From an optimization exercise on the open Yosys and OpenROAD flow, aimed at small area and a short achievable clock period; shortcuts taken in it are not production practice. The RTL was checked by simulation tests, not by an equivalence proof against the original design. Power is estimated from default activity; no workload was simulated.

Design lc3_mem_responder, start of the top module:
module lc3_mem_responder #(
    parameter int ADDR_W      = 8,
    parameter int WAIT_CYCLES = 2
) (
    input  logic        clk,
    input  logic        rst,
    input  logic        rd,
    input  logic        wr,
    input  logic [15:0] addr,
    input  logic [15:0] din,
    output logic [15:0] dout,
    output logic        complete,
    output logic        busy
);
Size: roughly 9,000 cells after synthesis, ~4,300 flip-flops.
==> flow/config.mk <==
export PLATFORM = sky130hd
export DESIGN_NAME = lc3_mem_responder
export DESIGN_NICKNAME = lc3_mem_responder
export VERILOG_FILES = /design/flow/design.v
export SDC_FILE = /design/flow/constraint.sdc
export NUM_CORES = 4
export LEC_CHECK = 0
export CAP_MARGIN = 20
export CORE_MARGIN = 2
export CORE_UTILIZATION = 55
export CTS_CLUSTER_DIAMETER = 60
export CTS_CLUSTER_SIZE = 24
export SETUP_SLACK_MARGIN = 2.4
export SLEW_MARGIN = 20
export SYNTH_MEMORY_MAX_BITS = 8192
==> flow/constraint.sdc <==
create_clock -name core_clock -period 4.6 [get_ports {clk}]
set_input_delay 0.9200 -clock core_clock [delete_from_list [all_inputs] [get_ports {clk}]]
set_output_delay 0.9200 -clock core_clock [all_outputs]
set_load 0.01 [all_outputs]
run.sh (not shown) runs the stock make flow with config.mk's settings and CLKGATE_MAP_FILE= SYNTH_SCRIPT=/design/flow/synth_recipe.tcl, a recipe that flattens the netlist after the stock synthesis.
Change:
- CTS_BUF_LIST: default -> sky130_fd_sc_hd__clkbuf_8
- CTS_CLUSTER_DIAMETER: 60 -> 50
- CTS_CLUSTER_SIZE: 24 -> 20
- SETUP_SLACK_MARGIN: 2.4 -> 2.1
After rerunning: Clock skew rose by 14 ps; design area fell by 2.7%; wire length fell by 5.2%; area after synthesis stays the same; sequential cell count does not change.
Change:
- CORE_UTILIZATION: 55 -> 65
- CTS_BUF_LIST: sky130_fd_sc_hd__clkbuf_8 -> default
- CTS_CLUSTER_DIAMETER: 50 -> 60
- CTS_CLUSTER_SIZE: 20 -> 24
- SETUP_SLACK_MARGIN: 2.1 -> 2.5
What happened:
- The changed run completed with no timing, DRC or antenna violations
- clock power goes down by about 3%
- routed wire length came out higher by about 4%
- sequential share of layout area shrinks by 1.7 points
Change:
- CORE_UTILIZATION: 65 -> 55
- CTS_CLUSTER_SIZE: 24 -> 30
- SETUP_SLACK_MARGIN: 2.5 -> 2.4
=> Synthesized cell count is unchanged. Critical path depth increases by 5. Wire length rises by a few percent. Total power goes up by a few percent. Worst setup slack gets better by 12 ps. Hold slack is worse by 7.0 ps. Cell count goes up by a few percent. First-iteration DRC count shrinks by roughly a tenth. Via count goes down slightly.
Change:
- CORE_UTILIZATION: 55 -> 65
- CTS_CLUSTER_SIZE: 30 -> 28
- SETUP_SLACK_MARGIN: 2.4 -> 2.6
Effect: Die area falls by about a fifth. Worst hold slack gets worse by 14 ps. Wire length goes up by a few percent. Synthesized cell count is unchanged.

---

## build 14
The RTL this note starts from:
==> flow/design.v <==
module lc3_mem_responder #(
    parameter int ADDR_W      = 8,
    parameter int WAIT_CYCLES = 2
) (
    input  logic        clk,
    input  logic        rst,
    input  logic        rd,
    input  logic        wr,
    input  logic [15:0] addr,
    input  logic [15:0] din,
    output logic [15:0] dout,
    output logic        complete,
    output logic        busy
);
    localparam int DEPTH = 1 << ADDR_W;
    localparam int PAIRS = DEPTH / 2;
    localparam int HI_N  = 16;           
    localparam int LO_N  = PAIRS / HI_N;  
    function automatic logic pol(input logic e, input logic [1:0] c);
        pol = e ? !(c[1] ^ c[0]) : c[1];
    endfunction
    logic busy_r, s1_r, s2_r, complete_r;
    logic accept_s, last_s;
    assign accept_s = !busy_r && (rd || wr);
    assign last_s   = busy_r && !s1_r && !s2_r;
    always_ff @(posedge clk or negedge rst) begin
        if (!rst) begin
            busy_r     <= 1'b0;
            s1_r       <= 1'b0;
            s2_r       <= 1'b0;
            complete_r <= 1'b0;
        end else begin
            busy_r     <= accept_s || s1_r || s2_r;
            s1_r       <= accept_s;
            s2_r       <= s1_r;
            complete_r <= last_s;
        end
    end
    logic [HI_N-1:0] rhi_r;
    logic [LO_N-1:0] rlo_r;
    logic            ra0_r;
    logic [15:0]     data_r;
    logic            op_rd_r;
    always_ff @(posedge clk) begin
        if (!busy_r) begin
            for (int g = 0; g < HI_N; g++) rhi_r[g] <= (addr[7:4] == 4'(g));
            for (int k = 0; k < LO_N; k++) rlo_r[k] <= (addr[3:1] == 3'(k));
            ra0_r   <= addr[0];
            data_r  <= din;
            op_rd_r <= rd;
        end
    end
    logic [3:0]      whi_r;
    logic [2:0]      wlo_r;
    logic            wa0_r;
    logic [15:0]     wdata_r;
    logic            wload_s;
    logic [3:0]      rhi_bin_s;
    logic [2:0]      rlo_bin_s;
    always_comb begin
        rhi_bin_s = '0;
        rlo_bin_s = '0;
        for (int g = 0; g < HI_N; g++) if (rhi_r[g]) rhi_bin_s = rhi_bin_s | 4'(g);
        for (int k = 0; k < LO_N; k++) if (rlo_r[k]) rlo_bin_s = rlo_bin_s | 3'(k);
    end
    logic            wvalid_r;
    assign wload_s = s2_r && !op_rd_r;
    always_ff @(posedge clk) begin
        if (wload_s) begin
            whi_r   <= rhi_bin_s;
            wlo_r   <= rlo_bin_s;
            wa0_r   <= ra0_r;
            wdata_r <= data_r;
        end
    end
    logic [1:0] cnt_r;
    logic       go1_r;
    logic       w2_r, w3_r, wlate_r;
    always_ff @(posedge clk or negedge rst) begin
        if (!rst) begin
            go1_r <= 1'b0;
        end else begin
            go1_r <= wload_s;
        end
    end
    always_ff @(posedge clk) begin
        cnt_r   <= cnt_r + 2'd1;
        w2_r    <= go1_r;
        w3_r    <= w2_r;
        wlate_r <= go1_r || w2_r || w3_r;
        if (go1_r) begin
            wvalid_r <= 1'b1;
        end else if (wload_s) begin
            wvalid_r <= 1'b0;
        end
    end
    logic [15:0] wdata_d;
    logic        wa0_d;
    logic [1:0]  cnt_nn;
    logic [15:0] colv_r;
    logic [15:0] col_s;
    assign wdata_d = wload_s ? data_r : wdata_r;
    assign wa0_d   = wload_s ? ra0_r : wa0_r;
    assign cnt_nn  = cnt_r + 2'd2;
    always_ff @(posedge clk) begin
        colv_r <= {16{wa0_d == cnt_nn[0]}} & ~(wdata_d ^ {16{pol(wa0_d, cnt_nn)}});
    end
    assign col_s = {16{go1_r || wlate_r}} & colv_r;
    logic [PAIRS-1:0] wsel_s;
    logic [PAIRS-1:0] rsel_s;
    always_comb begin
        for (int m = 0; m < PAIRS; m++) begin
            wsel_s[m] = (whi_r == 4'(m / LO_N)) && (wlo_r == 3'(m % LO_N));
            rsel_s[m] = rhi_r[m / LO_N] && rlo_r[m % LO_N];
        end
    end
    logic [15:0] mem_x [0:PAIRS-1];
    logic [15:0] mem_y [0:PAIRS-1];
    always_ff @(posedge clk) begin
        for (int m = 0; m < PAIRS; m++) begin
            mem_x[m] <= ~(mem_y[m] | ({16{wsel_s[m]}} & col_s));
            mem_y[m] <= mem_x[m];
        end
    end
    localparam int PARTS = 8;
    localparam int PER   = PAIRS / PARTS;
    logic [15:0] part_s [0:PARTS-1];
    always_comb begin
        for (int p = 0; p < PARTS; p++) begin
            part_s[p] = '0;
            for (int m = p * PER; m < (p + 1) * PER; m++) part_s[p] = part_s[p] | ({16{rsel_s[m]}} & mem_x[m]);
        end
    end
    logic [15:0] part_r [0:PARTS-1];
    logic        ppol_r;
    logic        fwd_r;
    always_ff @(posedge clk) begin
        for (int p = 0; p < PARTS; p++) part_r[p] <= part_s[p];
        ppol_r <= cnt_r[1];
        fwd_r  <= wvalid_r && (ra0_r == wa0_r) && rhi_r[whi_r] && rlo_r[wlo_r];
    end
    logic [15:0] rdata_s;
    always_comb begin
        rdata_s = '0;
        for (int p = 0; p < PARTS; p++) rdata_s = rdata_s | part_r[p];
    end
    logic [15:0] dout_r;
    always_ff @(posedge clk) begin
        if (ra0_r != cnt_r[0]) begin
            dout_r <= fwd_r ? wdata_r : (rdata_s ^ {16{ppol_r}});
        end
    end
    assign dout     = dout_r;
    assign complete = complete_r;
    assign busy     = busy_r;
endmodule
==> flow/config.mk <==
export PLATFORM = sky130hd
export DESIGN_NAME = lc3_mem_responder
export DESIGN_NICKNAME = lc3_mem_responder
export VERILOG_FILES = /design/flow/design.v
export SDC_FILE = /design/flow/constraint.sdc
export NUM_CORES = 4
export LEC_CHECK = 0
export CAP_MARGIN = 20
export CORE_MARGIN = 2
export CORE_UTILIZATION = 65
export CTS_CLUSTER_DIAMETER = 60
export CTS_CLUSTER_SIZE = 24
export SETUP_SLACK_MARGIN = 2.2
export SLEW_MARGIN = 20
export SYNTH_MEMORY_MAX_BITS = 8192
==> flow/constraint.sdc <==
create_clock -name core_clock -period 4.6 [get_ports {clk}]
set_input_delay 0.9200 -clock core_clock [delete_from_list [all_inputs] [get_ports {clk}]]
set_output_delay 0.9200 -clock core_clock [all_outputs]
set_load 0.01 [all_outputs]
> inputs changed (build 14 -> build 12)
# build 14
export LEC_CHECK = 0
export CAP_MARGIN = 20
export CORE_MARGIN = 2
export CORE_UTILIZATION = 65
export CTS_CLUSTER_DIAMETER = 60
export CTS_CLUSTER_SIZE = 24
export SETUP_SLACK_MARGIN = 2.2
export SLEW_MARGIN = 20
export SYNTH_MEMORY_MAX_BITS = 8192
create_clock -name core_clock -period 4.6 [get_ports {clk}]
# build 12
export LEC_CHECK = 0
export CAP_MARGIN = 20
export CORE_MARGIN = 2
export CORE_UTILIZATION = 55
export CTS_CLUSTER_DIAMETER = 60
export CTS_CLUSTER_SIZE = 24
export SETUP_SLACK_MARGIN = 2.6
export SLEW_MARGIN = 20
export SYNTH_MEMORY_MAX_BITS = 8192
create_clock -name core_clock -period 4.6 [get_ports {clk}]
## What came out
Build 12 completed end to end with timing, DRC and antenna clean. Build 14 → build 12: number of buffers created by CTS now sits higher; final cycle utilization of the critical path moved down; die outline area has increased. Looking at setup slack across both flows, build 12 is the stronger of the two, with build 14 trailing. Going from build 14 to build 12, clock power share went down by 0.2 points, total routed wirelength higher.
Relative to build 12, the following input files were edited for build 72:
# build 12
export LEC_CHECK = 0
export CAP_MARGIN = 20
export CORE_MARGIN = 2
export CORE_UTILIZATION = 55
export CTS_CLUSTER_DIAMETER = 60
export CTS_CLUSTER_SIZE = 24
export SETUP_SLACK_MARGIN = 2.6
export SLEW_MARGIN = 20
export SYNTH_MEMORY_MAX_BITS = 8192
create_clock -name core_clock -period 4.6 [get_ports {clk}]
# build 72
export LEC_CHECK = 0
export CAP_MARGIN = 20
export CORE_MARGIN = 2
export CORE_UTILIZATION = 60
export CTS_CLUSTER_DIAMETER = 80
export CTS_CLUSTER_SIZE = 30
export SETUP_SLACK_MARGIN = 2.4
export SLEW_MARGIN = 20
export SYNTH_MEMORY_MAX_BITS = 8192
create_clock -name core_clock -period 4.6 [get_ports {clk}]
Results
- Build 72 vs. build 12: global-route usage essentially unchanged; core area decreased about 8%; clock insertion delay at the later pin of the skew report decreased 0.02 ns.
- Looking only at first-pass GRT wire length, and setting everything else aside, the lower value of build 72 and build 12 goes to build 72.
- Sort build 72 and build 12 by sum of routed wire length over all layers asc -> top: build 72
- [compare] base=build 12 new=build 72: final core utilization increased 1.8 points, total power draw decreased 7.0 mW, area of combinational cells with multiple inputs decreased 6.6%.

port drivers added, routing unchanged:
No port has a modelled driver above. Below, the same layouts with a new extraction and two added sets of constraints. Step 1: set_driving_cell puts a clkbuf_16 on clk and a buf_2 on each other input, an assumption about the parent block. Step 2 moves the port delays by t, midway between the first and last clock arrival at a register: inputs arrive t later, outputs are due t later. That takes back most of the time a late clock gives input paths. a / b / c = no drivers / after step 1 / after step 2; a / b = the first two.
run | t, ns | setup slack, ns | cell pins on the clock port's net
the first run of note 1 | 0.955 | 2.173 / 2.170 / 2.173 | 1
the second run of note 1 | 1.172 | 1.941 / 1.854 / 2.118 | 1
the third run of note 1 | 0.968 | 2.225 / 2.132 / 2.274 | 1
the fourth run of note 1 | 0.961 | 2.238 / 2.172 / 2.238 | 1
the fifth run of note 1 | 0.968 | 2.220 / 2.126 / 2.290 | 1
build 14 | 0.964 | 2.116 / 2.116 / 2.116 | 1
build 12 | 0.966 | 2.192 / 2.158 / 2.192 | 1
build 72 | 0.946 | 2.186 / 2.173 / 2.186 | 1
After both steps every run listed still meets setup and hold.
